Source: an optimization exercise on an open RTL-to-GDS flow (aim: small area, a short achievable clock period and few clock cycles per item). Production flows keep margins and buffers that such runs may drop.
At most, simulation tests tie the RTL to the original design; equivalence was not proved.

## S
==> flow/design.v (excerpt) <==
module sw_top #(
    parameter int NUM_REF   = 64,
    parameter int NUM_QUERY = 32
)
(
    input  logic                             clk,
    input  logic                             reset,
    input  logic                             valid_i,
    input  logic [1:0]                       data_ref_i,
    input  logic [1:0]                       data_query_i,
    output logic                             finish_o,
    output logic signed [7:0]                max_o,
    output logic [$clog2(NUM_REF + 1)-1:0]   pos_ref_o,
    output logic [$clog2(NUM_QUERY + 1)-1:0] pos_query_o
);
Size: about 4100 cells after synthesis, about 520 flip-flops, ~29 I/O pins, about 33000 um^2 of cells after synthesis.
==> module sw_ctrl, before the edit <==
module sw_ctrl #(
    parameter int NUM_REF   = 64,
    parameter int NUM_QUERY = 32
)
(
    input  logic       clk,
    input  logic       reset,
    input  logic       valid_i,
    input  logic [1:0] data_ref_i,
    input  logic [1:0] data_query_i,
    input  logic       first_valid_i,    
    input  logic       last_valid_i,     
    input  logic       last_prev_i,      
    output logic       valid_o,
    output logic [1:0] ref_o,
    output logic [1:0] query_o,
    output logic       clear_o,
    output logic       last_cell_o,      
    output logic       finish_o
);
    always_ff @(posedge clk or posedge reset)
    begin
        if (reset)
        begin
            valid_o  <= 1'b0;
            finish_o <= 1'b0;
        end
        else
        begin
            valid_o  <= valid_i;
            finish_o <= last_cell_o;
        end
    end
    always_ff @(posedge clk)
    begin
        ref_o   <= data_ref_i;
        query_o <= data_query_i;
    end
    assign last_cell_o = last_valid_i && !last_prev_i;
    assign clear_o = valid_o && !first_valid_i;
endmodule
==> module sw_max_tracker, before the edit <==
module sw_max_tracker #(
    parameter int NUM_REF   = 64,
    parameter int NUM_QUERY = 32
)
(
    input  logic                                 clk,
    input  logic                                 clear_i,
    input  logic [7*NUM_QUERY-1:0]               h_all_i,    
    input  logic                                 last_i,     
    input  logic [6:0]                           h_last_i,
    output logic signed [7:0]                    max_o,
    output logic [$clog2(NUM_REF + 1)-1:0]       pos_ref_o,
    output logic [$clog2(NUM_QUERY + 1)-1:0]     pos_query_o
);
    localparam int DIAG_W = $clog2(NUM_REF + NUM_QUERY + 1);
    localparam int REF_W  = $clog2(NUM_REF + 1);
    localparam int QRY_W  = $clog2(NUM_QUERY + 1);
    localparam int IDX_W  = $clog2(NUM_QUERY);
    localparam int LEVELS = $clog2(NUM_QUERY);
    logic [DIAG_W-1:0] diag;     
    logic [6:0]        gmax;
    function automatic gt7(input [6:0] x, input [6:0] y);
        reg c;
        integer k;
        begin
            c = 1'b0;
            for (k = 0; k < 7; k = k + 1)
                c = (x[k] & ~y[k]) | (c & (x[k] | ~y[k]));
            gt7 = c;
        end
    endfunction
    logic             tb [LEVELS+1][NUM_QUERY];    
    logic [1:0]       ta [LEVELS+1][NUM_QUERY];    
    logic [IDX_W-1:0] ti [LEVELS+1][NUM_QUERY];
    logic             take_r;
    always_comb
    begin
        for (int k = 0; k < NUM_QUERY; k++)
        begin
            tb[0][k] = gt7(h_all_i[7*k +: 7], gmax);
            ta[0][k] = h_all_i[7*k +: 2] + ~gmax[1:0];
            ti[0][k] = IDX_W'(k);
        end
        for (int l = 0; l < LEVELS; l++)
        begin
            for (int k = 0; k < (NUM_QUERY >> (l + 1)); k++)
            begin
                take_r = tb[l][2*k+1] && (!tb[l][2*k] || (ta[l][2*k+1] > ta[l][2*k]));
                tb[l+1][k] = tb[l][2*k] || tb[l][2*k+1];
                ta[l+1][k] = take_r ? ta[l][2*k+1] : ta[l][2*k];
                ti[l+1][k] = take_r ? ti[l][2*k+1] : ti[l][2*k];
            end
            for (int k = (NUM_QUERY >> (l + 1)); k < NUM_QUERY; k++)
            begin
                tb[l+1][k] = 1'b0;
                ta[l+1][k] = '0;
                ti[l+1][k] = '0;
            end
        end
    end
    logic [6:0]       g_diag;
    logic [REF_W-1:0] pr_diag;
    logic [QRY_W-1:0] pq_diag;
    always_comb
    begin
        g_diag  = gmax;
        pr_diag = pos_ref_o;
        pq_diag = pos_query_o;
        if (tb[LEVELS][0])
        begin
            g_diag  = gmax + {5'd0, ta[LEVELS][0]} + 7'd1;
            pr_diag = REF_W'(diag - DIAG_W'(ti[LEVELS][0]) - DIAG_W'(1));
            pq_diag = QRY_W'(ti[LEVELS][0]) + QRY_W'(1);
        end
    end
    always_ff @(posedge clk)
    begin
        if (clear_i)
        begin
            diag        <= DIAG_W'(2);
            gmax        <= '0;
            max_o       <= '0;
            pos_ref_o   <= '0;
            pos_query_o <= '0;
        end
        else
        begin
            diag <= diag + 1'b1;
            if (last_i && gt7(h_last_i, g_diag))
            begin
                gmax        <= h_last_i;
                pos_ref_o   <= REF_W'(NUM_REF);
                pos_query_o <= QRY_W'(NUM_QUERY);
            end
            else
            begin
                gmax        <= g_diag;
                pos_ref_o   <= pr_diag;
                pos_query_o <= pq_diag;
            end
            if (last_i)
                max_o <= (gt7(h_last_i, g_diag)) ? {1'b0, h_last_i} : {1'b0, g_diag};
        end
    end
endmodule
Settings: LEC_CHECK=0, CAP_MARGIN=20, CORE_MARGIN=2, CORE_UTILIZATION=60, CTS_BUF_LIST=sky130_fd_sc_hd__clkbuf_16, CTS_CLUSTER_DIAMETER=80, CTS_CLUSTER_SIZE=24, SLEW_MARGIN=20; clock period 55.0 ns.
standard.sh (not shown) runs the stock make flow with config.mk's settings and CLKGATE_MAP_FILE= SYNTH_SCRIPT=/design/flow/synth_recipe.tcl, a recipe that flattens the netlist after the stock synthesis.
==> flow/flow/run.sh <==
#!/bin/bash
# Layout flow: the standard flow (standard.sh) with these changes:
#  - the registers that drive output ports get the x4 drive strength of
#    their cell (same cell type and name), see upsize_out.py;
#  - the port buffers are sky130_fd_sc_hd__buf_4.
# Registers, their names and cell types are those of the standard synthesis.
# Each tool's output goes to a log file in the work folder.
set -euo pipefail
W=$(pwd)
SCR=$W/orfs_scripts
rm -rf "$SCR"
mkdir -p "$SCR"
cp -r "$FLOW_HOME/scripts/." "$SCR/"
cp "$W/flow/abc_area.script" "$SCR/abc_area.script"

KNOBS=(SCRIPTS_DIR="$SCR" ABC_AREA=1 ADDER_MAP_FILE= SYNTH_OPERATIONS_ARGS=-nofsm
       "BUFFER_PORTS_ARGS=-buffer_cell sky130_fd_sc_hd__buf_4")

bash standard.sh "${KNOBS[@]}" synth > "$W/synth.log" 2>&1
NET=$W/orfs/results/$FLOW_PLATFORM/sw_top/base/1_2_yosys.v
python3 "$W/flow/upsize_out.py" "$NET" > "$W/upsize.log" 2>&1
bash standard.sh "${KNOBS[@]}" finish > "$W/layout.log" 2>&1
==> flow/flow/abc_area.script <==
strash
&get -n
&st
&deepsyn -T 300
&dch -f
&nf -R 1000
&put
topo
==> flow/flow/upsize_out.py <==
#!/usr/bin/env python3
"""Give the flip-flops that drive the output ports (the result registers and
finish_o) the x4 drive strength of their cell type, in the synthesised
netlist. Names and cell types stay as they are."""
import re, sys

path = sys.argv[1]
src = open(path).read()
pat = re.compile(r"sky130_fd_sc_hd__(dfxtp|dfrtp)_1(\s+\\u_(?:tracker\.(?:max_o|pos_ref_o|pos_query_o)|ctrl\.finish_o)[\[$])")
src, n = pat.subn(r"sky130_fd_sc_hd__\1_4\2", src)
print(f"upsized {n} output registers")
open(path, "w").write(src)
Testbench counts of S, summed over its fixed seeds: cycles 30,720, items 320.
--- input diff S..Q ---
--- a/flow/design.v
+++ b/flow/design.v
@@ -269,21 +269,19 @@
     output logic       last_cell_o,      
     output logic       finish_o
 );
     always_ff @(posedge clk or posedge reset)
     begin
         if (reset)
-        begin
-            valid_o  <= 1'b0;
-            finish_o <= 1'b0;
-        end
+            valid_o <= 1'b0;
         else
-        begin
-            valid_o  <= valid_i;
-            finish_o <= last_cell_o;
-        end
+            valid_o <= valid_i;
+    end
+    always_ff @(posedge clk)
+    begin
+        finish_o <= last_cell_o;
     end
     always_ff @(posedge clk)
     begin
         ref_o   <= data_ref_i;
         query_o <= data_query_i;
     end
@@ -351,12 +349,17 @@
             end
         end
     end
     logic [6:0]       g_diag;
     logic [REF_W-1:0] pr_diag;
     logic [QRY_W-1:0] pq_diag;
+    logic [2:0]       last_over;
+    logic             last_wins;
+    assign last_over = h_last_i[2:0] - gmax[2:0] - 3'd1;    
+    assign last_wins = last_i && gt7(h_last_i, gmax)
+                       && (!tb[LEVELS][0] || (last_over > {1'b0, ta[LEVELS][0]}));
     always_comb
     begin
         g_diag  = gmax;
         pr_diag = pos_ref_o;
         pq_diag = pos_query_o;
         if (tb[LEVELS][0])
@@ -376,26 +379,26 @@
             pos_ref_o   <= '0;
             pos_query_o <= '0;
         end
         else
         begin
             diag <= diag + 1'b1;
-            if (last_i && gt7(h_last_i, g_diag))
+            if (last_wins)
             begin
                 gmax        <= h_last_i;
                 pos_ref_o   <= REF_W'(NUM_REF);
                 pos_query_o <= QRY_W'(NUM_QUERY);
             end
             else
             begin
                 gmax        <= g_diag;
                 pos_ref_o   <= pr_diag;
                 pos_query_o <= pq_diag;
             end
             if (last_i)
-                max_o <= (gt7(h_last_i, g_diag)) ? {1'b0, h_last_i} : {1'b0, g_diag};
+                max_o <= last_wins ? {1'b0, h_last_i} : {1'b0, g_diag};
         end
     end
 endmodule
 `timescale 1ns/1ps
 module sw_top #(
     parameter int NUM_REF   = 64,
Q | stages: all done | timing, DRC, antenna: all pass. Diff S..Q | multi-input logic area | negligible. Between S and Q, the final cell count figures differ only marginally. The lower number of global-route vias before repair of S and Q is in Q. Q ended up with sky130_fd_sc_hd__dfxtp_4 as its slowest library cell on the worst path; S ended up with sky130_fd_sc_hd__dfrtp_4. Compared with S, Q shows a lower fraction of standard cell area that is sequential. Compared with S, in Q worst hold path stage count ~0 delta; share of the cycle needed by the critical path after routing -0.19 points; maximum clock frequency +0.71 MHz; number of cell rows ~0 delta.
Function not checked in Q: the RTL went through the layout flow alone.

[port drivers added, routing unchanged]
How much do the figures lean on ideal ports? The routed layouts below were timed once more, with nothing changed but the port constraints.
Step 1: set_driving_cell puts a clkbuf_16 on clk and a buf_2 on each other input, an assumption about the parent block.
Step 2 times the ports against the registers' clock, not the clock port: input delays grow and output delays shrink by t, the midpoint of the rising clock arrivals with the driver on.
a / b / c = no drivers / after step 1 / after step 2; a / b = the first two.
run | t (ns) | setup WS [ns] | worst setup path at the end | slew at the worst register clock pin (ns) | worst slew at a driven data input, ns
S | 0.641 | 42.799 / 42.736 / 43.322 | input, reset recovery | 0.10 / 0.10 | 0.03
Q | 0.631 | 42.904 / 42.845 / 43.087 | input, reset recovery | 0.10 / 0.10 | 0.04
After both steps setup and hold are still met in every run listed. Setup slack includes reset recovery checks.
